From an optimization exercise on the open Yosys and OpenROAD flow, aimed at small area; shortcuts taken in it are not production practice.
At most, simulation tests tie the RTL to the original design; equivalence was not proved.
Function not checked in run 3: the RTL went through the layout flow alone.
Power and IR drop assume default switching activity.

===== config.mk =====
export PLATFORM = sky130hd
export DESIGN_NAME = mcm_chip
export DESIGN_NICKNAME = mcm_chip
export VERILOG_FILES = /design/flow/design.v
export SDC_FILE = /design/flow/constraint.sdc
export NUM_CORES = 4
export LEC_CHECK = 0
export CAP_MARGIN = 20
export CORE_MARGIN = 2
export CORE_UTILIZATION = 40
export SLEW_MARGIN = 20

===== constraint.sdc =====
create_clock -name core_clock -period 5.0 [get_ports {clk}]
set_input_delay 1.0000 -clock core_clock [delete_from_list [all_inputs] [get_ports {clk}]]
set_output_delay 1.0000 -clock core_clock [all_outputs]
set_load 0.01 [all_outputs]

===== design.v =====
package mcm_pkg;
	typedef enum logic [16-1:0] {
		CMD_NOP               = 16'd0,
		CMD_SET_QUAD_COUNT    = 16'd1,
		CMD_REQ_QUAD_COUNT    = 16'd2,
		CMD_SET_INTRPT_MASK   = 16'd3,
		CMD_REQ_INTRPT_STATUS = 16'd4,
		CMD_CLR_INTRPT        = 16'd5
	} spi_cmd_e;
	typedef struct packed {
		spi_cmd_e                    cmd;
		logic [8-1:0]  addr;
		logic [40-1:0]  data;
	} spi_frame_t;
	typedef enum logic [1:0] {
		SPI_IDLE,
		SPI_SHIFT,
		SPI_DONE
	} spi_state_e;
	typedef logic [32-1:0] quad_count_t;
	typedef struct packed {
		logic a;
		logic b;
	} quad_pins_t;
	typedef struct packed {
		logic ul;
		logic ll;
		logic index;
	} limit_pins_t;
	typedef logic [3-1:0] intrpt_status_t;
	typedef logic [4-1:0] slot_mask_t;
endpackage
`timescale 1ns/1ps
module spi_slave
(
	input  logic        clk,
	input  logic        rst_n_i,
	input  logic        spi_clk_i,
	input  logic        spi_scsn_i,
	input  logic        spi_mosi_i,
	output logic        spi_miso_o,
	input  logic        reply_c4_i,
	input  logic        reply_c2_i,
	input  logic [7:0]  reply_addr_i,
	input  logic [31:0] reply_data_i,
	input  logic        reply_addr_ok_i,
	input  logic        reply_hi_ok_i,
	input  logic        reply_lo_ok_i,
	output logic        cmd_hi_zero_o,
	output logic [2:0]  cmd_lo_o,
	output logic [7:0]  addr_o,
	output logic [31:0] data_o,
	output logic        cmd_valid_o
);
	logic [2:0]  pin_meta_q;
	logic [2:0]  pin_sync_q;
	logic [1:0]  pin_prev_q;
	logic        sclk_rise;
	logic        sclk_fall;
	logic        scsn_rise;
	logic        scsn_fall;
	logic        mosi_s;
	logic        shift_q;
	logic        done_q;
	logic        frame_start;
	logic [6:0]  bit_cnt_q;
	logic        lvl0_q;
	logic        lead_q;
	logic        hi_zero_q;
	logic [43:0] sr_q;
	logic        in_cmd_lo;
	logic        in_late;
	logic        sr_shift;
	logic        tx_valid;
	logic        tx_bit;
	always_ff @(posedge clk or negedge rst_n_i)
	begin
		if (!rst_n_i)
		begin
			pin_meta_q <= 3'b010;
			pin_sync_q <= 3'b010;
			pin_prev_q <= 2'b10;
		end
		else
		begin
			pin_meta_q <= {spi_mosi_i, spi_scsn_i, spi_clk_i};
			pin_sync_q <= pin_meta_q;
			pin_prev_q <= pin_sync_q[1:0];
		end
	end
	assign sclk_rise = pin_sync_q[0] & ~pin_prev_q[0];
	assign sclk_fall = ~pin_sync_q[0] & pin_prev_q[0];
	assign scsn_rise = pin_sync_q[1] & ~pin_prev_q[1];
	assign scsn_fall = ~pin_sync_q[1] & pin_prev_q[1];
	assign mosi_s    = pin_sync_q[2];
	assign frame_start = scsn_fall & ~shift_q;
	always_ff @(posedge clk or negedge rst_n_i)
	begin
		if (!rst_n_i)
		begin
			shift_q <= 1'b0;
			done_q  <= 1'b0;
		end
		else
		begin
			shift_q <= shift_q ? ~scsn_rise : scsn_fall;
			done_q  <= shift_q & scsn_rise & (bit_cnt_q == 7'd64);
		end
	end
	always_ff @(posedge clk)
	begin
		if (frame_start)
			bit_cnt_q <= '0;
		else if (shift_q && sclk_rise && !scsn_rise && (bit_cnt_q != '1))
			bit_cnt_q <= bit_cnt_q + 1'b1;
	end
	assign in_cmd_lo = (bit_cnt_q >= 7'd13) && (bit_cnt_q <= 7'd24);
	assign in_late   = (bit_cnt_q >= 7'd32);
	assign sr_shift  = shift_q && sclk_rise && (in_cmd_lo || in_late);
	always_ff @(posedge clk)
	begin
		if (frame_start)
		begin
			sr_q      <= {reply_c4_i, reply_c2_i, 1'b0,
				reply_addr_i & {8{reply_addr_ok_i}}, 1'b0,
				reply_data_i[31:3] & {29{reply_hi_ok_i}},
				reply_data_i[2:0] & {3{reply_lo_ok_i}}};
			lvl0_q    <= pin_sync_q[0];
			hi_zero_q <= 1'b1;
		end
		else
		begin
			if (sr_shift)
				sr_q <= {sr_q[42:0], mosi_s};
			if (shift_q && sclk_rise)
			begin
				if (bit_cnt_q == 7'd0)
					lead_q <= mosi_s;
				else if (bit_cnt_q[6])
					lead_q <= sr_q[43];
				if ((bit_cnt_q >= 7'd1) && (bit_cnt_q <= 7'd12) && mosi_s)
					hi_zero_q <= 1'b0;
			end
		end
	end
	assign cmd_hi_zero_o = hi_zero_q & ~lead_q;
	assign cmd_lo_o      = sr_q[43:41];
	assign addr_o        = sr_q[40:33];
	assign data_o        = sr_q[31:0];
	assign cmd_valid_o   = done_q;
	always_comb
	begin
		if (!lvl0_q)
		begin
			tx_valid = ((bit_cnt_q >= 7'd13) && (bit_cnt_q <= 7'd23)) ||
				((bit_cnt_q >= 7'd32) && (bit_cnt_q <= 7'd63));
			tx_bit   = sr_q[43];
		end
		else
		begin
			tx_valid = ((bit_cnt_q >= 7'd12) && (bit_cnt_q <= 7'd22)) ||
				((bit_cnt_q >= 7'd31) && (bit_cnt_q <= 7'd62));
			tx_bit   = ((bit_cnt_q == 7'd12) || (bit_cnt_q == 7'd31)) ? sr_q[43] : sr_q[42];
		end
	end
	always_ff @(posedge clk or negedge rst_n_i)
	begin
		if (!rst_n_i)
			spi_miso_o <= 1'b0;
		else if (frame_start)
			spi_miso_o <= 1'b0;
		else if (shift_q && scsn_rise)
			spi_miso_o <= 1'b0;
		else if (shift_q && sclk_fall)
			spi_miso_o <= tx_valid & tx_bit;
	end
endmodule
`timescale 1ns/1ps
module quad_decoder
(
	input  logic        clk,
	input  logic        rst_n_i,
	input  logic [1:0]  quad_i,
	input  logic        load_i,
	input  logic [31:0] load_data_i,
	output logic [31:0] count_o
);
	logic [1:0] meta_q;
	logic [1:0] sync_q;
	logic [1:0] prev_q;
	logic       step_up;
	logic       step_dn;
	logic [31:0] tgl;
	always_ff @(posedge clk or negedge rst_n_i)
	begin
		if (!rst_n_i)
		begin
			meta_q <= '0;
			sync_q <= '0;
			prev_q <= '0;
		end
		else
		begin
			meta_q <= quad_i;
			sync_q <= meta_q;
			prev_q <= sync_q;
		end
	end
	always_comb
	begin
		step_up = 1'b0;
		step_dn = 1'b0;
		case ({prev_q, sync_q})
			4'b0010, 4'b1011, 4'b1101, 4'b0100: step_up = 1'b1;
			4'b0001, 4'b0111, 4'b1110, 4'b1000: step_dn = 1'b1;
			default: step_up = 1'b0;
		endcase
	end
	always_comb
	begin
		tgl[0] = 1'b1;
		for (int i = 1; i < 32; i++)
			tgl[i] = tgl[i-1] & (count_o[i-1] ^ step_dn);
	end
	always_ff @(posedge clk or negedge rst_n_i)
	begin
		if (!rst_n_i)
			count_o <= '0;
		else if (load_i)
			count_o <= load_data_i;
		else if (step_up || step_dn)
			count_o <= count_o ^ tgl;
	end
endmodule
`timescale 1ns/1ps
module intrpt_ctrl
(
	input  logic       clk,
	input  logic       rst_n_i,
	input  logic [2:0] limit_i,
	input  logic       set_mask_i,
	input  logic       clr_i,
	input  logic [2:0] cmd_data_i,
	output logic [2:0] status_o,
	output logic       intrpt_o
);
	logic [2:0] meta_q;
	logic [2:0] sync_q;
	logic [2:0] prev_q;
	logic [2:0] rise;
	logic [2:0] clr;
	logic [2:0] mask_q;
	logic [2:0] mask_d;
	always_ff @(posedge clk or negedge rst_n_i)
	begin
		if (!rst_n_i)
		begin
			meta_q <= '0;
			sync_q <= '0;
			prev_q <= '0;
		end
		else
		begin
			meta_q <= {limit_i[0], limit_i[1], limit_i[2]};
			sync_q <= meta_q;
			prev_q <= sync_q;
		end
	end
	assign rise   = sync_q & ~prev_q;
	assign clr    = clr_i ? cmd_data_i : 3'b000;
	assign mask_d = set_mask_i ? cmd_data_i : mask_q;
	always_ff @(posedge clk or negedge rst_n_i)
	begin
		if (!rst_n_i)
		begin
			status_o <= '0;
			mask_q   <= '0;
			intrpt_o <= 1'b0;
		end
		else
		begin
			status_o <= (status_o & ~clr) | rise;
			mask_q   <= mask_d;
			intrpt_o <= |(status_o & ~clr & mask_d);
		end
	end
endmodule
`timescale 1ns/1ps
module reply_builder
(
	input  logic         clk,
	input  logic         rst_n_i,
	input  logic         cmd_valid_i,
	input  logic         is_req_count_i,
	input  logic         is_req_status_i,
	input  logic [7:0]   addr_i,
	input  logic [127:0] counts_i,
	input  logic [11:0]  statuses_i,
	output logic         reply_c4_o,
	output logic         reply_c2_o,
	output logic [7:0]   reply_addr_o,
	output logic [31:0]  reply_data_o,
	output logic         reply_addr_ok_o,
	output logic         reply_hi_ok_o,
	output logic         reply_lo_ok_o
);
	logic [1:0]  idx;
	logic        in_range_q;
	logic        req;
	assign idx = addr_i[1:0];
	assign req = cmd_valid_i && (is_req_count_i || is_req_status_i);
	always_ff @(posedge clk or negedge rst_n_i)
	begin
		if (!rst_n_i)
		begin
			reply_c4_o <= 1'b0;
			reply_c2_o <= 1'b0;
		end
		else if (req)
		begin
			reply_c4_o <= is_req_status_i;
			reply_c2_o <= is_req_count_i;
		end
	end
	always_ff @(posedge clk)
	begin
		if (req)
		begin
			in_range_q        <= (addr_i[7:2] == 6'd0);
			reply_addr_o      <= addr_i;
			reply_data_o[31:3] <= counts_i[32*idx+3 +: 29];
			reply_data_o[2:0] <= is_req_count_i ? counts_i[32*idx +: 3] : statuses_i[3*idx +: 3];
		end
	end
	assign reply_addr_ok_o = reply_c4_o | reply_c2_o;
	assign reply_hi_ok_o   = reply_c2_o & in_range_q;
	assign reply_lo_ok_o   = reply_addr_ok_o & in_range_q;
endmodule
`timescale 1ns/1ps
module mcm_top
(
	input  logic        clk,
	input  logic        rst_n_i,
	input  logic        spi_clk_i,
	input  logic        spi_scsn_i,
	input  logic        spi_mosi_i,
	output logic        spi_miso_o,
	input  logic [7:0]  quad_i,
	input  logic [11:0] limit_i,
	output logic [3:0]  intrpt_o
);
	logic         cmd_hi_zero;
	logic [2:0]   cmd_lo;
	logic [7:0]   addr;
	logic [31:0]  data;
	logic         cmd_valid;
	logic         reply_c4;
	logic         reply_c2;
	logic [7:0]   reply_addr;
	logic [31:0]  reply_data;
	logic         reply_addr_ok;
	logic         reply_hi_ok;
	logic         reply_lo_ok;
	logic [127:0] counts;
	logic [11:0]  statuses;
	logic         is_set_count;
	logic         is_req_count;
	logic         is_set_mask;
	logic         is_req_status;
	logic         is_clr;
	logic [3:0]   slot_hit;
	spi_slave i_spi_slave (
		.clk           (clk),
		.rst_n_i       (rst_n_i),
		.spi_clk_i     (spi_clk_i),
		.spi_scsn_i    (spi_scsn_i),
		.spi_mosi_i    (spi_mosi_i),
		.spi_miso_o    (spi_miso_o),
		.reply_c4_i    (reply_c4),
		.reply_c2_i    (reply_c2),
		.reply_addr_i  (reply_addr),
		.reply_data_i  (reply_data),
		.reply_addr_ok_i (reply_addr_ok),
		.reply_hi_ok_i (reply_hi_ok),
		.reply_lo_ok_i (reply_lo_ok),
		.cmd_hi_zero_o (cmd_hi_zero),
		.cmd_lo_o      (cmd_lo),
		.addr_o        (addr),
		.data_o        (data),
		.cmd_valid_o   (cmd_valid)
	);
	assign is_set_count  = cmd_hi_zero && (cmd_lo == 3'd1);
	assign is_req_count  = cmd_hi_zero && (cmd_lo == 3'd2);
	assign is_set_mask   = cmd_hi_zero && (cmd_lo == 3'd3);
	assign is_req_status = cmd_hi_zero && (cmd_lo == 3'd4);
	assign is_clr        = cmd_hi_zero && (cmd_lo == 3'd5);
	for (genvar slot = 0; slot < 4; slot++)
	begin : g_slot
		assign slot_hit[slot] = cmd_valid && (addr == 8'(slot));
		quad_decoder i_quad_decoder (
			.clk         (clk),
			.rst_n_i     (rst_n_i),
			.quad_i      (quad_i[2*slot +: 2]),
			.load_i      (slot_hit[slot] && is_set_count),
			.load_data_i (data),
			.count_o     (counts[32*slot +: 32])
		);
		intrpt_ctrl i_intrpt_ctrl (
			.clk        (clk),
			.rst_n_i    (rst_n_i),
			.limit_i    (limit_i[3*slot +: 3]),
			.set_mask_i (slot_hit[slot] && is_set_mask),
			.clr_i      (slot_hit[slot] && is_clr),
			.cmd_data_i (data[2:0]),
			.status_o   (statuses[3*slot +: 3]),
			.intrpt_o   (intrpt_o[slot])
		);
	end
	reply_builder i_reply_builder (
		.clk             (clk),
		.rst_n_i         (rst_n_i),
		.cmd_valid_i     (cmd_valid),
		.is_req_count_i  (is_req_count),
		.is_req_status_i (is_req_status),
		.addr_i          (addr),
		.counts_i        (counts),
		.statuses_i      (statuses),
		.reply_c4_o      (reply_c4),
		.reply_c2_o      (reply_c2),
		.reply_addr_o    (reply_addr),
		.reply_data_o    (reply_data),
		.reply_addr_ok_o (reply_addr_ok),
		.reply_hi_ok_o   (reply_hi_ok),
		.reply_lo_ok_o   (reply_lo_ok)
	);
endmodule
`timescale 1ns/1ps
module mcm_chip (
	input  logic                               clk,
	input  logic                               rst_n_i,
	input  logic                               spi_clk_i,
	input  logic                               spi_scsn_i,
	input  logic                               spi_mosi_i,
	output logic                               spi_miso_o,
	input  logic [2*4-1:0]        quad_i,
	input  logic [3*4-1:0]        limit_i,
	output logic [4-1:0]          intrpt_o
);
	mcm_top i_mcm_top (
		.clk        (clk),
		.rst_n_i    (rst_n_i),
		.spi_clk_i  (spi_clk_i),
		.spi_scsn_i (spi_scsn_i),
		.spi_mosi_i (spi_mosi_i),
		.spi_miso_o (spi_miso_o),
		.quad_i     (quad_i),
		.limit_i    (limit_i),
		.intrpt_o   (intrpt_o)
	);
endmodule

===== run.sh =====
#!/bin/bash
# synth_recipe.tcl (not shown) runs the flow's synth.tcl, then flattens the netlist and writes it again
# the make line also repeats each setting of config.mk as NAME=value (left out here)
make -C /OpenROAD-flow-scripts/flow DESIGN_CONFIG=/design/flow/config.mk WORK_HOME=/design/flow/orfs CLKGATE_MAP_FILE= SYNTH_SCRIPT=/design/flow/synth_recipe.tcl finish

==> out/qor.csv, run 1 <==
stage,metric,value,unit
placed_design,placedCellCount,2044,
global_routing,grt_pass1_wl,66950,µm
clocking,cts_sinks,324,
synthesis,async_flop_share,0.7068,
floorplanning,start_util,0.4054,
clocking,clock_latency,530,ps
routing,num_vias,12320,
timing,hold_violations,0,
timing,setup_viol,0,
worst_hold_path,hp-class,register to register,
timing,finClkSkew,13.65,ps
synthesis,yosys.area.top_type,dfrtp_1,
floorplanning,dieWidth,207.7,µm
timing,max_freq,286.4,MHz
layout,area_delta_synth_final,12.39,%
power_and_ir_drop,p_leak,7.039,nW
synthesis,yosys_warnings,4,
placed_design,place_hpwl,30250,µm
clocking,cts-root-buf,clkbuf_16,
global_routing,grt_usage,0.1953,
routing,firstDrtPassIters,5,
synthesis,synth_edf_count,85,
clocking,cts_max_path_buffers,3,
worst_setup_path,arrival,3940,ps
synthesis,syn_avg_cell_area,10.49,µm²
synthesis,yosys-top-cells-area,"dfrtp_1 34%, edfxtp_1 15%, xnor2_1 6.4%",
worst_setup_path,critical_path_buf_inv_count,0,
routing,post_drt_wl_per_cell,20.05,µm
floorplanning,core_area,40920,µm²
worst_setup_path,cpPeakStageDelay,760,ps
worst_setup_path,crit_required,5440,ps
layout,drive_gt1_frac,0.09608,
routing,drc,0,
routing,routed_via_density,5.825,
worst_setup_path,startpoint_type,register,
synthesis,yosysUniqueCellTypes,74,
worst_setup_path,path_cells,xnor2_1 > nand2_1 > o32ai_4 > nand3_2 > or4_1 > a31oi_1,
floorplanning,std_cell_rows,74,
worst_setup_path,worst-setup-path-type,register to register,
worst_setup_path,critPathSlowestCell,nand2_1,
global_routing,grt_start_max_net_pins,116,
synthesis,syn_area,16590,µm²
clocking,cts_resized,0,
global_routing,antenna_found_initial,0,
global_routing,grt-ovfl-total,0,
power_and_ir_drop,vdd_drop_max,0.0002171,V
timing,worst_pin_slew,1111,ps
timing,maxSlewHeadroom,0.2591,
flow_run,maxCapViolCount,0,
synthesis,synth_ff_type,dfrtp_1,
placed_design,gp_congestion,0.9456,
clocking,cts_tree,done,
floorplanning,die_area,43120,µm²
global_routing,grt_pass1_vias,11470,
placed_design,postPlaceCellArea,17240,µm²
synthesis,netlist_instances,1582,
clocking,path_clk_slew,60,ps
worst_setup_path,end_kind,register,
clocking,post-cts-setup-buffers,0,
outcome,status,finished clean,
layout,diodes,0,
routing,drt_iter0_drc,1311,
timing,period_minus_slack,3491,ps
worst_setup_path,cp_max_fo,23,
timing,drv_slew,0,
layout,stdcell_area,18650,µm²
synthesis,synth_seq_cells,324,
synthesis,yosysTopAreaCellShare,0.3408,
timing,fin_setup_tns,0,ps
timing,rsz0062_at_grt,no,
floorplanning,io_pins,30,
routing,wl,42380,µm
synthesis,synth.yosys.seq_area_share,0.5115,
clocking,htree_levels,2,
synthesis,syn-num-nets,1611,
power_and_ir_drop,power_density,437.0,nW/µm²
routing,ant_nets,0,
layout,nets,1581,
placed_design,io_buffers,29,
timing,finalHoldWorstSlack,346.8,ps
timing,timing.final.crit_share,0.6983,
clocking,cts_inserted_buffers,38,
floorplanning,die_y,207.7,µm
layout,fin_cells,2114,
clocking,ctsHoldBuffers,0,
worst_setup_path,path_delay_family,simple AND/OR/NAND/NOR gates,
==> Yosys cell counts, types with 40 or more instances <==
cell type  number
nor3_1         43
nor2_1        161
a22o_1         44
nand2_1       100
edfxtp_1       85
nand4_1        41
o21ai_1        40
nand3_1        44
xor2_1         53
xnor2_1       121
a21oi_1       111
clkbuf_1       92
dfrtp_1       226
==> report_power, final <==
part	switching, mW	internal (mW)	leakage (nW)
sequential	0.629	3.03	3.77
clock	1.12	1.94	0.681
combinational	0.730	0.698	2.59
==> flip-flops by register name (all words and copies together) (netlist names), 2 cells and up <==
register / count
i_mcm_top.g_slot.i_quad_decoder.count_o: 128
i_mcm_top.i_spi_slave.sr_q: 44
i_mcm_top.i_reply_builder.reply_data_o: 32
i_mcm_top.g_slot.i_intrpt_ctrl.mask_q: 12
i_mcm_top.g_slot.i_intrpt_ctrl.meta_q: 12
i_mcm_top.g_slot.i_intrpt_ctrl.prev_q: 12
i_mcm_top.g_slot.i_intrpt_ctrl.status_o: 12
i_mcm_top.g_slot.i_intrpt_ctrl.sync_q: 12
i_mcm_top.g_slot.i_quad_decoder.meta_q: 8
i_mcm_top.g_slot.i_quad_decoder.prev_q: 8
i_mcm_top.g_slot.i_quad_decoder.sync_q: 8
i_mcm_top.i_reply_builder.reply_addr_o: 8
i_mcm_top.i_spi_slave.bit_cnt_q: 7
i_mcm_top.g_slot.i_intrpt_ctrl.intrpt_o: 4
i_mcm_top.i_spi_slave.pin_meta_q: 3
i_mcm_top.i_spi_slave.pin_sync_q: 3
i_mcm_top.i_spi_slave.pin_prev_q: 2
==> logic make-up (layout without fill, tap and decap cells) <==
group / after synthesis / count (layout) / synth area share
AO/OA/AOI/OAI: 345 / 345 / 0.1363
XOR/XNOR: 174 / 174 / 0.09185
adder cells (fa/ha/maj): 4 / 4 / 0.003016
buffers and inverters: 144 / 144 / 0.03469
flip-flops: 324 / 324 / 0.5115
multiplexers: 60 / 60 / 0.06365
AND/OR/NAND/NOR: 531 / 531 / 0.1590
==> area by class of cell <==
| type | instances | area [µm²] |
|---|---|---|
| clock inverters | 20 | 294.0 |
| clock buffers | 50 | 1111 |
| well taps | 532 | 665.6 |
| fillers | 3803 | 22280 |
| repair buffers | 44 | 420.4 |
| flip-flops and latches | 324 | 8487 |
| multi-input cells | 1114 | 7557 |
| inverters | 30 | 112.6 |
==> per-layer routing <==
metal,routed length [µm],GRT usage,up-vias
li1,-,-,5720
met1,20260,0.3031,6105
met2,18290,0.2853,422
met3,2910,0.02693,68
met4,921,0.05234,0
met5,0,0,-
==> layout by cell type (no fill, tap or decap), types with 7 or more instances in the layout <==
| cell type | count |
|---|---|
| nor2_1 | 160 |
| or4_1 | 19 |
| bufinv_16 | 7 |
| nand3_1 | 44 |
| a31oi_1 | 21 |
| xnor2_1 | 121 |
| a211oi_1 | 12 |
| and3_1 | 21 |
| edfxtp_1 | 85 |
| a22o_1 | 44 |
| a2111oi_0 | 9 |
| or3_1 | 28 |
| dfxtp_1 | 10 |
| inv_1 | 30 |
| mux2i_1 | 11 |
| dfrtp_1 | 226 |
| mux4_2 | 35 |
| a21oi_1 | 111 |
| nand4_1 | 41 |
| buf_4 | 14 |
| mux2_2 | 14 |
| o21ai_1 | 40 |
| nand2_1 | 97 |
| clkbuf_16 | 42 |
| a21o_1 | 7 |
| and2_1 | 9 |
| clkdlybuf4s50_1 | 28 |
| xor2_1 | 53 |
| o211ai_1 | 9 |
| nor3_1 | 43 |
| nor4_1 | 28 |
| o21ai_0 | 31 |
==> path summary, 6_finish.rpt <==
kind,startpoint,endpoint,slack [ps],depth (start not counted)
setup reg to reg,i_mcm_top.g_slot[0].i_quad_decoder.sync_q[1]$_DFF_PN0_,i_mcm_top.g_slot[0].i_quad_decoder.count_o[29]$_DFFE_PN0P_,1510,6
hold / removal,i_mcm_top.g_slot[2].i_intrpt_ctrl.meta_q[0]$_DFF_PN0_,i_mcm_top.g_slot[2].i_intrpt_ctrl.sync_q[0]$_DFF_PN0_,350,0
hold reg to reg,i_mcm_top.g_slot[2].i_intrpt_ctrl.meta_q[0]$_DFF_PN0_,i_mcm_top.g_slot[2].i_intrpt_ctrl.sync_q[0]$_DFF_PN0_,350,0
min in group asynchronous,rst_n_i,i_mcm_top.g_slot[3].i_intrpt_ctrl.meta_q[1]$_DFF_PN0_,560,1
setup / recovery,i_mcm_top.g_slot[0].i_quad_decoder.sync_q[1]$_DFF_PN0_,i_mcm_top.g_slot[0].i_quad_decoder.count_o[29]$_DFFE_PN0P_,1510,6
max in group asynchronous,rst_n_i,i_mcm_top.g_slot[1].i_quad_decoder.count_o[15]$_DFFE_PN0P_,3370,2
==> through the flow <==
stage	total power, mW	util	worst slack (ps)
global route	8.524	0.4557	1319
floorplan	4.608	-	1950
global placement	5.047	0.4213	1633
CTS	8.178	0.4557	1550
detailed placement	5.094	0.4213	1593
finish	8.149	0.4557	1509
==> run 2, diff against run 1 <==
--- a/config.mk
+++ b/config.mk
@@ -7,5 +7,7 @@
 export LEC_CHECK = 0
 export CAP_MARGIN = 20
 export CORE_MARGIN = 2
-export CORE_UTILIZATION = 40
+export CORE_UTILIZATION = 70
+export CTS_BUF_LIST = sky130_fd_sc_hd__clkbuf_2 sky130_fd_sc_hd__clkbuf_4 sky130_fd_sc_hd__clkbuf_8
+export HOLD_SLACK_MARGIN = 0
 export SLEW_MARGIN = 20
==> run 2 against run 1 <==
Net effect:
- still clean
- hold slack got worse by 0.61 ps
- via count is 3.2% higher
- sequential share of layout area grew 1.3 points
- non-clock buffer count unchanged
- register-to-register slack improved by 70 ps
- critical path type unchanged
- critical endpoint is now i_mcm_top.g_slot[0].i_quad_decoder.count_o[30]$_DFFE_PN0P_
==> out/qor.csv, run 2 <==
stage,metric,value,unit,change
worst_setup_path,crit_required,5490,ps,+50 ps
routing,drt_iter0_drc,1688,,+29%
layout,diodes,0,,unchanged
clocking,clock_latency,600,ps,+70 ps
clocking,cts_resized,0,,unchanged
synthesis,synth_edf_count,85,,unchanged
layout,largest-register,i_mcm_top.g_slot.i_quad_decoder.count_o,,
clocking,cts_inserted_buffers,53,,+39%
outcome,status,finished clean,,
layout,largestRegisters,"i_mcm_top.g_slot.i_quad_decoder.count_o (128), i_mcm_top.i_spi_slave.sr_q (44), i_mcm_top.i_reply_builder.reply_data_o (32)",,
timing,setup_viol,0,,unchanged
synthesis,yosys_warnings,4,,unchanged
flow_run,maxCapViolCount,0,,unchanged
routing,ant_nets,0,,unchanged
routing,routed_via_density,6.581,,+13%
power_and_ir_drop,power_density,416.5,nW/µm²,-4.7%
routing,firstDrtPassIters,6,,+1
clocking,ctsHoldBuffers,0,,unchanged
global_routing,antenna_found_initial,0,,unchanged
timing,hold_violations,0,,unchanged
power_and_ir_drop,vdd_drop_max,0.0003326,V,+53%
placed_design,dp_slack,1647,ps,+53.87 ps
power_and_ir_drop,p_leak,7.005,nW,-0.48%
synthesis,synth_ff_type,dfrtp_1,,
layout,largest_reg_flops,128,,unchanged
floorplanning,start_util,0.7090,,+0.3036
synthesis,yosys.area.top_type,dfrtp_1,,
timing,timing.final.crit_share,0.6835,,-0.01481
floorplanning,core_area,23400,µm²,-43%
synthesis,async_flop_share,0.7068,,unchanged
clocking,path_clk_slew,60,ps,about the same
synthesis,syn_avg_cell_area,10.49,µm²,unchanged
floorplanning,dieWidth,158.0,µm,-24%
placed_design,gp_congestion,0.9786,,+3.5%
timing,fin_ws,1583,ps,+74.04 ps
layout,area_delta_synth_final,9.283,%,
worst_setup_path,critPathSlowestCell,nand2_1,,
clocking,post-cts-setup-buffers,0,,unchanged
timing,rsz0062_at_grt,no,,
timing,max_freq,292.6,MHz,+2.2%
worst_setup_path,startpoint_type,register,,
global_routing,grt_pass1_vias,11920,,+3.9%
clocking,htree_levels,2,,unchanged
timing,fin_setup_tns,0,ps,unchanged
worst_setup_path,cpPeakStageDelay,720,ps,-40 ps
worst_hold_path,hp-class,register to register,,
timing,period_minus_slack,3417,ps,-74.04 ps
layout,nets,1596,,+0.95%
synthesis,yosysTopAreaCellShare,0.3408,,unchanged
clocking,cts-root-buf,clkbuf_8,,
clocking,cts_max_path_buffers,3,,unchanged
synthesis,synth_seq_cells,324,,unchanged
floorplanning,die_y,158.0,µm,-24%
global_routing,grt_pass1_wl,65760,µm,-1.8%
placed_design,io_buffers,29,,unchanged
layout,layout_common_cells,"226 x dfrtp_1, 160 x nor2_1, 121 x xnor2_1",,
timing,maxSlewHeadroom,0.2693,,+0.01018
routing,num_vias,12710,,+3.2%
worst_setup_path,cp_max_fo,23,,unchanged
synthesis,yosys-top-cells-area,"dfrtp_1 34%, edfxtp_1 15%, xnor2_1 6.4%",,
worst_setup_path,path_cells,xnor2_1 > nand2_1 > o32ai_4 > nand3_2 > or4_1 > a31oi_1,,
synthesis,synth.yosys.seq_area_share,0.5115,,unchanged
timing,finClkSkew,25.49,ps,+11.84 ps
worst_setup_path,end_kind,register,,
timing,worst_pin_slew,1096,ps,-15.28 ps
timing,drv_slew,0,,unchanged
routing,drc,0,,unchanged
layout,final_common_cell,dfrtp_1,,
floorplanning,io_pins,30,,unchanged
clocking,cts_tree,done,,
worst_setup_path,reg2reg_depth,6,,unchanged
synthesis,syn-num-nets,1611,,unchanged
clocking,cts_sinks,324,,unchanged
floorplanning,die_area,24950,µm²,-42%
synthesis,yosysUniqueCellTypes,74,,unchanged
routing,post_drt_wl_per_cell,21.77,µm,+8.6%
worst_hold_path,hold_depth,0,,unchanged
synthesis,netlist_instances,1582,,unchanged
global_routing,grt_usage,0.3478,,+0.1525
layout,drive_gt1_frac,0.1141,,+0.01806
synthesis,ys_top_cells_by_count,"226 x dfrtp_1, 161 x nor2_1, 121 x xnor2_1, 111 x a21oi_1, 100 x nand2_1",,
global_routing,grt_start_max_net_pins,102,,-12%
worst_setup_path,arrival,3910,ps,-30 ps
routing,wl,42030,µm,-0.83%
placed_design,place_hpwl,29610,µm,-2.1%
layout,fin_cells,1931,,-8.7%
synthesis,syn_area,16590,µm²,unchanged
synthesis,yosysMostFrequentCell,dfrtp_1,,
placed_design,placedCellCount,1831,,-10%
global_routing,grt-ovfl-total,0,,unchanged
worst_setup_path,worst-setup-path-type,register to register,,
floorplanning,std_cell_rows,56,,-24%
-- run 2: kinds of logic (layout without fill, tap and decap cells) --
group,after synthesis,after routing,share of synthesized area
buffers and inverters,144,174,0.03469
AO/OA/AOI/OAI,345,345,0.1363
AND/OR/NAND/NOR,531,531,0.1590
multiplexers,60,60,0.06365
flip-flops,324,324,0.5115
adder cells (fa/ha/maj),4,4,0.003016
XOR/XNOR,174,174,0.09185
-- run 2: routing by layer --
| metal | vias to the layer above | part of all wire | global-route usage |
|---|---|---|---|
| met3 | 85 | 0.13 | 0.09937 |
| met2 | 667 | 0.42 | 0.4930 |
| met5 | - | 0 | 0 |
| met4 | 0 | 0.018 | 0.08795 |
| met1 | 6179 | 0.43 | 0.5332 |
| li1 | 5776 | - | - |
-- run 2: worst max-delay path: cells and delay by family, from the launching register on --
kind             cells  cell delay (ps)
AND/OR/NAND/NOR      3             1620
AO/OA/AOI/OAI        2              740
XOR/XNOR             1              560
flip-flops           1              410
-- run 2: path summary, 6_finish.rpt --
| check | start | endpoint | slack, ps |
|---|---|---|---|
| hold / removal | i_mcm_top.g_slot[0].i_intrpt_ctrl.meta_q[2]$_DFF_PN0_ | i_mcm_top.g_slot[0].i_intrpt_ctrl.sync_q[2]$_DFF_PN0_ | 350 |
| setup reg to reg | i_mcm_top.g_slot[0].i_quad_decoder.sync_q[1]$_DFF_PN0_ | i_mcm_top.g_slot[0].i_quad_decoder.count_o[30]$_DFFE_PN0P_ | 1580 |
| max in group asynchronous | rst_n_i | i_mcm_top.g_slot[2].i_quad_decoder.count_o[1]$_DFFE_PN0P_ | 3450 |
| setup / recovery | i_mcm_top.g_slot[0].i_quad_decoder.sync_q[1]$_DFF_PN0_ | i_mcm_top.g_slot[0].i_quad_decoder.count_o[30]$_DFFE_PN0P_ | 1580 |
| min in group asynchronous | rst_n_i | i_mcm_top.i_spi_slave.shift_q$_DFF_PN0_ | 410 |
| hold reg to reg | i_mcm_top.g_slot[0].i_intrpt_ctrl.meta_q[2]$_DFF_PN0_ | i_mcm_top.g_slot[0].i_intrpt_ctrl.sync_q[2]$_DFF_PN0_ | 350 |
-- run 2: stage by stage --
step,total power [mW],util,hold slack [ps],cell area [µm²]
floorplan,4.608,-,331.2,16590
global placement,5.003,0.7249,331.8,16960
detailed placement,5.069,0.7249,334.7,16960
CTS,7.532,0.7743,346.6,18120
global route,7.884,0.7748,354.3,18130
finish,7.552,0.7748,346.2,18130
-- run 2: cell type report --
cell class | instances | area (µm²)
multi-input cells | 1114 | 7569
inverters | 30 | 112.6
fillers | 1615 | 5270
flip-flops and latches | 324 | 8487
repair buffers | 44 | 407.9
clock buffers | 83 | 1005
well taps | 319 | 399.1
clock inverters | 17 | 152.6
-- run 2: power by group --
group / internal [mW] / switching [mW] / leakage, nW
sequential: 3.03 / 0.634 / 3.77
clock: 1.39 / 1.07 / 0.619
combinational: 0.697 / 0.722 / 2.62
==> run 3, diff against run 2 <==
--- a/design.v
+++ b/design.v
@@ -43,9 +43,6 @@
 	input  logic        reply_c2_i,
 	input  logic [7:0]  reply_addr_i,
 	input  logic [31:0] reply_data_i,
-	input  logic        reply_addr_ok_i,
-	input  logic        reply_hi_ok_i,
-	input  logic        reply_lo_ok_i,
 	output logic        cmd_hi_zero_o,
 	output logic [2:0]  cmd_lo_o,
 	output logic [7:0]  addr_o,
@@ -121,10 +118,7 @@
 	begin
 		if (frame_start)
 		begin
-			sr_q      <= {reply_c4_i, reply_c2_i, 1'b0,
-				reply_addr_i & {8{reply_addr_ok_i}}, 1'b0,
-				reply_data_i[31:3] & {29{reply_hi_ok_i}},
-				reply_data_i[2:0] & {3{reply_lo_ok_i}}};
+			sr_q      <= {reply_c4_i, reply_c2_i, 1'b0, reply_addr_i, 1'b0, reply_data_i};
 			lvl0_q    <= pin_sync_q[0];
 			hi_zero_q <= 1'b1;
 		end
@@ -190,7 +184,6 @@
 	logic [1:0] prev_q;
 	logic       step_up;
 	logic       step_dn;
-	logic [31:0] tgl;
 	always_ff @(posedge clk or negedge rst_n_i)
 	begin
 		if (!rst_n_i)
@@ -216,20 +209,16 @@
 			default: step_up = 1'b0;
 		endcase
 	end
-	always_comb
-	begin
-		tgl[0] = 1'b1;
-		for (int i = 1; i < 32; i++)
-			tgl[i] = tgl[i-1] & (count_o[i-1] ^ step_dn);
-	end
 	always_ff @(posedge clk or negedge rst_n_i)
 	begin
 		if (!rst_n_i)
 			count_o <= '0;
 		else if (load_i)
 			count_o <= load_data_i;
-		else if (step_up || step_dn)
-			count_o <= count_o ^ tgl;
+		else if (step_up)
+			count_o <= count_o + 1'b1;
+		else if (step_dn)
+			count_o <= count_o - 1'b1;
 	end
 endmodule
 `timescale 1ns/1ps
@@ -299,42 +288,41 @@
 	output logic         reply_c4_o,
 	output logic         reply_c2_o,
 	output logic [7:0]   reply_addr_o,
-	output logic [31:0]  reply_data_o,
-	output logic         reply_addr_ok_o,
-	output logic         reply_hi_ok_o,
-	output logic         reply_lo_ok_o
+	output logic [31:0]  reply_data_o
 );
 	logic [1:0]  idx;
-	logic        in_range_q;
-	logic        req;
-	assign idx = addr_i[1:0];
-	assign req = cmd_valid_i && (is_req_count_i || is_req_status_i);
-	always_ff @(posedge clk or negedge rst_n_i)
+	logic        in_range;
+	logic [31:0] data_d;
+	assign idx      = addr_i[1:0];
+	assign in_range = (addr_i[7:2] == 6'd0);
+	always_comb
 	begin
-		if (!rst_n_i)
+		data_d = '0;
+		if (in_range)
 		begin
-			reply_c4_o <= 1'b0;
-			reply_c2_o <= 1'b0;
-		end
-		else if (req)
-		begin
-			reply_c4_o <= is_req_status_i;
-			reply_c2_o <= is_req_count_i;
+			if (is_req_count_i)
+				data_d = counts_i[32*idx +: 32];
+			else
+				data_d = {29'd0, statuses_i[3*idx +: 3]};
 		end
 	end
-	always_ff @(posedge clk)
+	always_ff @(posedge clk or negedge rst_n_i)
 	begin
-		if (req)
+		if (!rst_n_i)
 		begin
-			in_range_q        <= (addr_i[7:2] == 6'd0);
-			reply_addr_o      <= addr_i;
-			reply_data_o[31:3] <= counts_i[32*idx+3 +: 29];
-			reply_data_o[2:0] <= is_req_count_i ? counts_i[32*idx +: 3] : statuses_i[3*idx +: 3];
+			reply_c4_o   <= 1'b0;
+			reply_c2_o   <= 1'b0;
+			reply_addr_o <= '0;
+			reply_data_o <= '0;
+		end
+		else if (cmd_valid_i && (is_req_count_i || is_req_status_i))
+		begin
+			reply_c4_o   <= is_req_status_i;
+			reply_c2_o   <= is_req_count_i;
+			reply_addr_o <= addr_i;
+			reply_data_o <= data_d;
 		end
 	end
-	assign reply_addr_ok_o = reply_c4_o | reply_c2_o;
-	assign reply_hi_ok_o   = reply_c2_o & in_range_q;
-	assign reply_lo_ok_o   = reply_addr_ok_o & in_range_q;
 endmodule
 `timescale 1ns/1ps
 module mcm_top
@@ -358,9 +346,6 @@
 	logic         reply_c2;
 	logic [7:0]   reply_addr;
 	logic [31:0]  reply_data;
-	logic         reply_addr_ok;
-	logic         reply_hi_ok;
-	logic         reply_lo_ok;
 	logic [127:0] counts;
 	logic [11:0]  statuses;
 	logic         is_set_count;
@@ -380,9 +365,6 @@
 		.reply_c2_i    (reply_c2),
 		.reply_addr_i  (reply_addr),
 		.reply_data_i  (reply_data),
-		.reply_addr_ok_i (reply_addr_ok),
-		.reply_hi_ok_i (reply_hi_ok),
-		.reply_lo_ok_i (reply_lo_ok),
 		.cmd_hi_zero_o (cmd_hi_zero),
 		.cmd_lo_o      (cmd_lo),
 		.addr_o        (addr),
@@ -428,10 +410,7 @@
 		.reply_c4_o      (reply_c4),
 		.reply_c2_o      (reply_c2),
 		.reply_addr_o    (reply_addr),
-		.reply_data_o    (reply_data),
-		.reply_addr_ok_o (reply_addr_ok),
-		.reply_hi_ok_o   (reply_hi_ok),
-		.reply_lo_ok_o   (reply_lo_ok)
+		.reply_data_o    (reply_data)
 	);
 endmodule
 `timescale 1ns/1ps
==> config.mk (replaced) <==
export PLATFORM = sky130hd
export DESIGN_NAME = mcm_chip
export DESIGN_NICKNAME = mcm_chip
export VERILOG_FILES = /design/flow/design.v
export SDC_FILE = /design/flow/constraint.sdc
export NUM_CORES = 4
export LEC_CHECK = 0
export CAP_MARGIN = 20
export CORE_MARGIN = 2
export CORE_UTILIZATION = 40
export SLEW_MARGIN = 20
==> run 3 against run 2 <==
Net effect:
- clock skew is 3.8 ps lower
- synthesized cell count is 26% higher
- non-clock buffer count is 15 higher
- flip-flop and latch count is 1 lower
- critical path depth is 6 higher
- critical endpoint is now i_mcm_top.g_slot[1].i_quad_decoder.count_o[26]$_DFFE_PN0P_
- register-to-register slack worse by 470 ps
- via count is 27% higher
- still clean
- die area is 95% higher
==> out/qor.csv, run 3 <==
stage,metric,value,unit,change
clocking,ctsHoldBuffers,0,,unchanged
floorplanning,start_util,0.4037,,-0.3053
synthesis,synth.yosys.seq_area_share,0.4411,,-0.07036
layout,area_delta_synth_final,11.57,%,
floorplanning,die_area,48540,µm²,+95%
global_routing,antenna_found_initial,1,,+1
global_routing,grt_start_max_net_pins,113,,+11%
synthesis,async_flop_share,0.8328,,+0.1260
layout,layout_common_cells,"266 x dfrtp_1, 222 x nand2_1, 138 x nor2_1",,
global_routing,grt_pass1_wl,97640,µm,+48%
layout,final_common_cell,dfrtp_1,,
routing,routed_via_density,6.289,,-4.4%
timing,finClkSkew,21.67,ps,-3.822 ps
worst_setup_path,end_kind,register,,
routing,drc,0,,unchanged
floorplanning,std_cell_rows,79,,+41%
synthesis,synth_seq_cells,323,,-0.31%
layout,fin_util,0.4504,,-0.3244
clocking,post-cts-setup-buffers,0,,unchanged
layout,stdcell_area,20880,µm²,+15%
global_routing,grt_pass1_vias,15560,,+31%
synthesis,yosysUniqueCellTypes,76,,+2.7%
floorplanning,dieWidth,220.3,µm,+39%
worst_setup_path,cp_max_fo,19,,-17%
synthesis,yosys.area.top_type,dfrtp_1,,
clocking,cts_max_path_buffers,3,,unchanged
worst_setup_path,worst-setup-path-type,register to register,,
global_routing,grt-ovfl-total,0,,unchanged
timing,timing.final.crit_share,0.7777,,+0.09422
timing,setup_viol,0,,unchanged
placed_design,gp_congestion,1.004,,+2.6%
routing,drt_iter0_drc,1920,,+14%
layout,largest-register,i_mcm_top.g_slot.i_quad_decoder.count_o,,
worst_setup_path,arrival,4360,ps,+450 ps
synthesis,syn_area,18720,µm²,+13%
timing,worst_pin_slew,1129,ps,+33.36 ps
worst_setup_path,crit_required,5470,ps,-20 ps
worst_setup_path,startpoint_type,register,,
floorplanning,io_pins,30,,unchanged
floorplanning,die_y,220.3,µm,+39%
synthesis,ys_top_cells_by_count,"266 x dfrtp_1, 222 x nand2_1, 147 x clkbuf_1, 140 x nor2_1, 136 x o21ai_0",,
power_and_ir_drop,vdd_drop_max,0.0003191,V,-4.1%
timing,rsz0062_at_grt,no,,
clocking,cts_tree,done,,
power_and_ir_drop,p_leak,7.739,nW,+10%
power_and_ir_drop,power_density,477.5,nW/µm²,+15%
power_and_ir_drop,power,9.970,mW,+32%
clocking,cts_sinks,323,,-0.31%
layout,nets,1959,,+23%
placed_design,postPlaceCellArea,19400,µm²,+14%
synthesis,netlist_instances,1994,,+26%
layout,drive_gt1_frac,0.09806,,-0.01608
layout,fill_cells,4363,,+170%
routing,wl,62960,µm,+50%
clocking,cts_resized,0,,unchanged
worst_hold_path,hp-class,register to register,,
timing,hold_violations,0,,unchanged
placed_design,place_hpwl,44570,µm,+51%
clocking,cts_inserted_buffers,40,,-25%
floorplanning,core_area,46360,µm²,+98%
global_routing,grt_usage,0.2641,,-0.08371
layout,diodes,0,,unchanged
synthesis,yosysMostFrequentCell,dfrtp_1,,
timing,fin_setup_tns,0,ps,unchanged
clocking,path_clk_slew,60,ps,about the same
flow_run,maxCapViolCount,0,,unchanged
routing,num_vias,16130,,+27%
outcome,status,finished clean,,
timing,maxSlewHeadroom,0.2442,,-0.02502
layout,largest_reg_flops,128,,unchanged
synthesis,yosysTopAreaCellShare,0.3556,,+0.01479
synthesis,synth_edf_count,44,,-48%
routing,post_drt_wl_per_cell,24.55,µm,+13%
timing,max_freq,257.2,MHz,-12%
synthesis,yosys-top-cells-area,"dfrtp_1 36%, edfxtp_1 7.1%, nand2_1 4.5%",,
placed_design,io_buffers,29,,unchanged
synthesis,syn_avg_cell_area,9.387,µm²,-11%
synthesis,yosys_warnings,4,,unchanged
routing,firstDrtPassIters,6,,unchanged
timing,drv_slew,0,,unchanged
clocking,clock_latency,580,ps,-20 ps
routing,ant_nets,0,,unchanged
timing,period_minus_slack,3888,ps,+471.1 ps
synthesis,syn-num-nets,2027,,+26%
layout,largestRegisters,"i_mcm_top.g_slot.i_quad_decoder.count_o (128), i_mcm_top.i_spi_slave.sr_q (44), i_mcm_top.i_reply_builder.reply_data_o (32)",,
clocking,cts-root-buf,clkbuf_16,,
synthesis,synth_ff_type,dfrtp_1,,
clocking,htree_levels,2,,unchanged
[run 3: cell types whose count changed after synthesis, sizes merged, moves of 31 or more]
| cell | delta |
|---|---|
| nand2 | +122 |
| o21ai | +65 |
| clkbuf | +54 |
| a21oi | -43 |
| edfxtp | -41 |
| dfrtp | +40 |
| mux2i | +38 |
| xnor2 | -38 |
| a22o | +35 |
| nor4 | +34 |
| nor3 | +32 |
| nand3 | +31 |
[run 3: final timing paths]
kind | start | end | slack [ps] | cells after the start
max in group asynchronous | rst_n_i | i_mcm_top.g_slot[1].i_intrpt_ctrl.mask_q[1]$_DFF_PN0_ | 3300 | 2
setup / recovery | i_mcm_top.g_slot[1].i_quad_decoder.sync_q[1]$_DFF_PN0_ | i_mcm_top.g_slot[1].i_quad_decoder.count_o[26]$_DFFE_PN0P_ | 1110 | 12
setup reg to reg | i_mcm_top.g_slot[1].i_quad_decoder.sync_q[1]$_DFF_PN0_ | i_mcm_top.g_slot[1].i_quad_decoder.count_o[26]$_DFFE_PN0P_ | 1110 | 12
hold reg to reg | i_mcm_top.g_slot[2].i_quad_decoder.meta_q[0]$_DFF_PN0_ | i_mcm_top.g_slot[2].i_quad_decoder.sync_q[0]$_DFF_PN0_ | 340 | 0
min in group asynchronous | rst_n_i | i_mcm_top.g_slot[2].i_quad_decoder.count_o[21]$_DFFE_PN0P_ | 510 | 1
hold / removal | i_mcm_top.g_slot[2].i_quad_decoder.meta_q[0]$_DFF_PN0_ | i_mcm_top.g_slot[2].i_quad_decoder.sync_q[0]$_DFF_PN0_ | 340 | 0
[run 3: metrics by stage]
step	instances	setup WS (ps)	hold WS (ps)
2_1_floorplan	1994	1146	331.2
3_3_place_gp	2491	1324	332.3
3_5_place_dp	2491	1237	334.7
4_1_cts	2565	1212	344.2
5_1_grt	2565	729.0	352.3
6_report	2565	1112	343.3
[run 3: logic make-up (layout without fill, tap and decap cells)]
kind of cell | after synthesis | count (layout) | share of synthesized area
buffers and inverters | 200 | 164 | 0.04105
muxes | 109 | 109 | 0.08336
AOI/OAI and AO/OA | 421 | 421 | 0.1497
DFF | 323 | 323 | 0.4411
and+or+nand+nor | 796 | 796 | 0.2152
xor gates and xnor gates | 136 | 136 | 0.06364
adders and majority gates | 9 | 9 | 0.005883
[run 3: routing by layer]
layer,routed length (µm),global-route usage,vias to the layer above
met2,28820,0.4112,702
met1,27130,0.3685,8062
met5,12,0,-
li1,-,-,7244
met3,4506,0.04234,121
met4,2494,0.1060,2
[run 3: worst max-delay path, cell delays in order (launching register included)]
cell	delay, ps
dfrtp_1	410
xnor2_1	760
nor2_1	80
buf_4	250
xnor2_1	150
ha_1	280
nor4_1	390
nand2_1	130
a32oi_1	580
and2_1	240
a21boi_0	180
o21ai_0	110
o22a_1	200
[run 3: report_power, final]
part | switching [mW] | total (mW) | leakage (nW) | internal [mW]
clock | 1.25 | 3.22 | 0.723 | 1.97
combinational | 1.18 | 2.20 | 3.21 | 1.02
sequential | 1.43 | 4.55 | 3.80 | 3.12
[run 3: area by class of cell]
type,instances,area [µm²],share of cell area
multi-input cells,1471,9733,0.4661
flip-flops and latches,323,8257,0.3954
clock buffers,56,1174,0.05620
well taps,607,759.5,0.03637
repair buffers,59,533.0,0.02553
clock inverters,18,309.0,0.01480
inverters,31,116.4,0.005573

afterwards: timing with drivers on the ports:
No port has a modelled driver above. Below, the same layouts with a new extraction and two added sets of constraints. Step 1, drivers: a clkbuf_16 drives clk and a buf_2 each remaining input, both assumed. Step 2 also shifts input and output timing later by t, the mid clock arrival at the registers, as if the neighbouring blocks saw the same clock. Three values: ideal, step 1, step 2; two values: the first two.
run	t (ns)	setup slack, ns	worst setup path after step 2	clock arrival spread, ns	worst slew at a driven data input, ns
run 1	0.572	1.509 / 1.509 / 1.509	register to register	0.013 / 0.014	0.05
run 2	0.637	1.583 / 1.583 / 1.583	register to register	0.029 / 0.029	0.05
run 3	0.629	1.112 / 1.112 / 1.112	register to register	0.022 / 0.022	0.05
After both steps setup and hold are still met in every run listed.
